From an optimization exercise on the open Yosys and OpenROAD flow, aimed at small area and a short achievable clock period; shortcuts taken in it are not production practice.
Where RTL was checked, it was by simulation tests only, not by an equivalence proof against the original.
No activity file was given, so power comes from the tool's default toggle rates.

Design ex_stage, start of the top module:
module ex_stage (
    input  logic        clk,
    input  logic        arst_n_i,
    input  logic        inst_valid_i,
    input  logic [31:0] inst_pc_i,
    input  logic [6:0]  inst_opcode_i,
    input  logic [2:0]  inst_funct3_i,
    input  logic [6:0]  inst_funct7_i,
    input  logic [4:0]  inst_rd_i,
    input  logic [31:0] inst_imm_i,
    input  logic [31:0] inst_rs1_data_i,
    input  logic [31:0] inst_rs2_data_i,
    output logic        wb_valid_o,
    output logic [4:0]  wb_rd_o,
    output logic [31:0] wb_data_o,
    output logic        jump_valid_o,
    output logic [31:0] jump_target_o
);
export LEC_CHECK = 0
export CAP_MARGIN = 20
export CORE_MARGIN = 2
export CORE_UTILIZATION = 30
export SETUP_SLACK_MARGIN = 2.6
export SLEW_MARGIN = 20
create_clock -name core_clock -period 5.0 [get_ports {clk}]
standard.sh (not shown) runs the stock make flow with config.mk's settings and CLKGATE_MAP_FILE= SYNTH_SCRIPT=/design/flow/synth_recipe.tcl, a recipe that flattens the netlist after the stock synthesis.
==> flow/flow/run.sh <==
#!/bin/bash
# The standard layout, except that the port buffers are the smallest
# buffer (sky130_fd_sc_hd__buf_1) instead of the default choice; repair still
# resizes any of them that need it. ORFS keeps each step's full log under
# orfs/logs; make's own output goes to standard.log here.
set -euo pipefail
bash standard.sh "BUFFER_PORTS_ARGS=-buffer_cell sky130_fd_sc_hd__buf_1" finish > standard.log 2>&1
The baseline completed with no timing, DRC or antenna violations.
Then changed:
Settings changed: SETUP_SLACK_MARGIN 2.6 to 2.3.
Setup slack is worse by 0.16 ns.
Final area decreases by 7.7%.
Via count falls by 2.1%.
Routed wire length shrinks by 4.4%.
Sequential share of layout area went up by 1.7 points.
Worst hold slack stays flat.
Power fell by 5.4%.
Synthesized area does not change.
Die area is unchanged.
Function was not checked in any run of this note: the RTL went through the layout flow alone.


## red
Another version of the RTL of ex_stage (not shown whole).
For scale: ~1,500 cells after synthesis, ~180 flip-flops.
## ex_stage
module ex_stage (
    input  logic        clk,
    input  logic        arst_n_i,
    input  logic        inst_valid_i,
    input  logic [31:0] inst_pc_i,
    input  logic [6:0]  inst_opcode_i,
    input  logic [2:0]  inst_funct3_i,
    input  logic [6:0]  inst_funct7_i,
    input  logic [4:0]  inst_rd_i,
    input  logic [31:0] inst_imm_i,
    input  logic [31:0] inst_rs1_data_i,
    input  logic [31:0] inst_rs2_data_i,
    output logic        wb_valid_o,
    output logic [4:0]  wb_rd_o,
    output logic [31:0] wb_data_o,
    output logic        jump_valid_o,
    output logic [31:0] jump_target_o
);
export LEC_CHECK = 0
export CAP_MARGIN = 20
export CORE_MARGIN = 2
export CORE_UTILIZATION = 40
export SETUP_SLACK_MARGIN = 2.3
export SLEW_MARGIN = 20
create_clock -name core_clock -period 5.0 [get_ports {clk}]
Scripts as last shown in full above: flow/flow/run.sh
Relative to red, the following input files were edited for blue:
# red
export LEC_CHECK = 0
export CAP_MARGIN = 20
export CORE_MARGIN = 2
export CORE_UTILIZATION = 40
export SETUP_SLACK_MARGIN = 2.3
export SLEW_MARGIN = 20
create_clock -name core_clock -period 5.0 [get_ports {clk}]
# blue
export LEC_CHECK = 0
export CAP_MARGIN = 20
export CORE_MARGIN = 2
export CORE_UTILIZATION = 25
export SETUP_SLACK_MARGIN = 2.3
export SLEW_MARGIN = 20
create_clock -name core_clock -period 5.0 [get_ports {clk}]
==> run notes <==
Core utilization: blue lower than red. Compared blue vs red, and hold slack is down in blue. In blue, the number of cells on the critical path came out 2 above the value in red. Setup slack on the worst flop-to-flop path was higher in red than in blue. red → blue: cell area shows an increase of 5.8%; height of the die up 48 microns.
[inputs] green vs blue
# blue
export LEC_CHECK = 0
export CAP_MARGIN = 20
export CORE_MARGIN = 2
export CORE_UTILIZATION = 25
export SETUP_SLACK_MARGIN = 2.3
export SLEW_MARGIN = 20
create_clock -name core_clock -period 5.0 [get_ports {clk}]
# green
export LEC_CHECK = 0
export CAP_MARGIN = 20
export CORE_MARGIN = 2
export CORE_UTILIZATION = 30
export SETUP_SLACK_MARGIN = 2.3
export SLEW_MARGIN = 20
create_clock -name core_clock -period 5.0 [get_ports {clk}]
==> comparison <==
- Across blue and green, none had a timing, DRC or antenna violation.
- Per the comparison of green with blue, fraction of the core area covered by cells at the end of the flow up 4.7 points; fraction of area in multi-input gates grew by 1.2 points; minimum clock period lower; overall fraction of global-route tracks in use went up by 1.8 points.
- In the flow results for blue and green, the register share of the cell area is larger on green.

-- afterwards: timing with drivers on the ports --
The flow's constraints put no driver on any port. The routed layouts listed below were extracted and timed again, unchanged, in two steps.
Step 1: set_driving_cell puts a clkbuf_16 on clk and a buf_2 on each other input, an assumption about the parent block.
Step 2 also shifts input and output timing later by t, the mid clock arrival at the registers, as if the neighbouring blocks saw the same clock.
Slacks: ideal / step 1 / step 2; pairs: ideal / step 1.
| run | t (ns) | setup slack, ns | clock arrival spread, ns |
|---|---|---|---|
| the first run of note 1 | 0.506 | 2.399 / 2.330 / 1.824 | 0.015 / 0.015 |
| the second run of note 1 | 0.511 | 2.237 / 2.217 / 1.706 | 0.016 / 0.016 |
| red | 0.504 | 2.256 / 2.281 / 1.778 | 0.015 / 0.015 |
| blue | 0.530 | 2.182 / 2.192 / 1.662 | 0.016 / 0.017 |
| green | 0.524 | 2.321 / 2.321 / 1.797 | 0.022 / 0.023 |
After both steps every run listed still meets setup and hold. The setup slack of the first run of note 1, which loses most, moves by -0.069 ns with the drivers and by -0.575 ns with both steps.
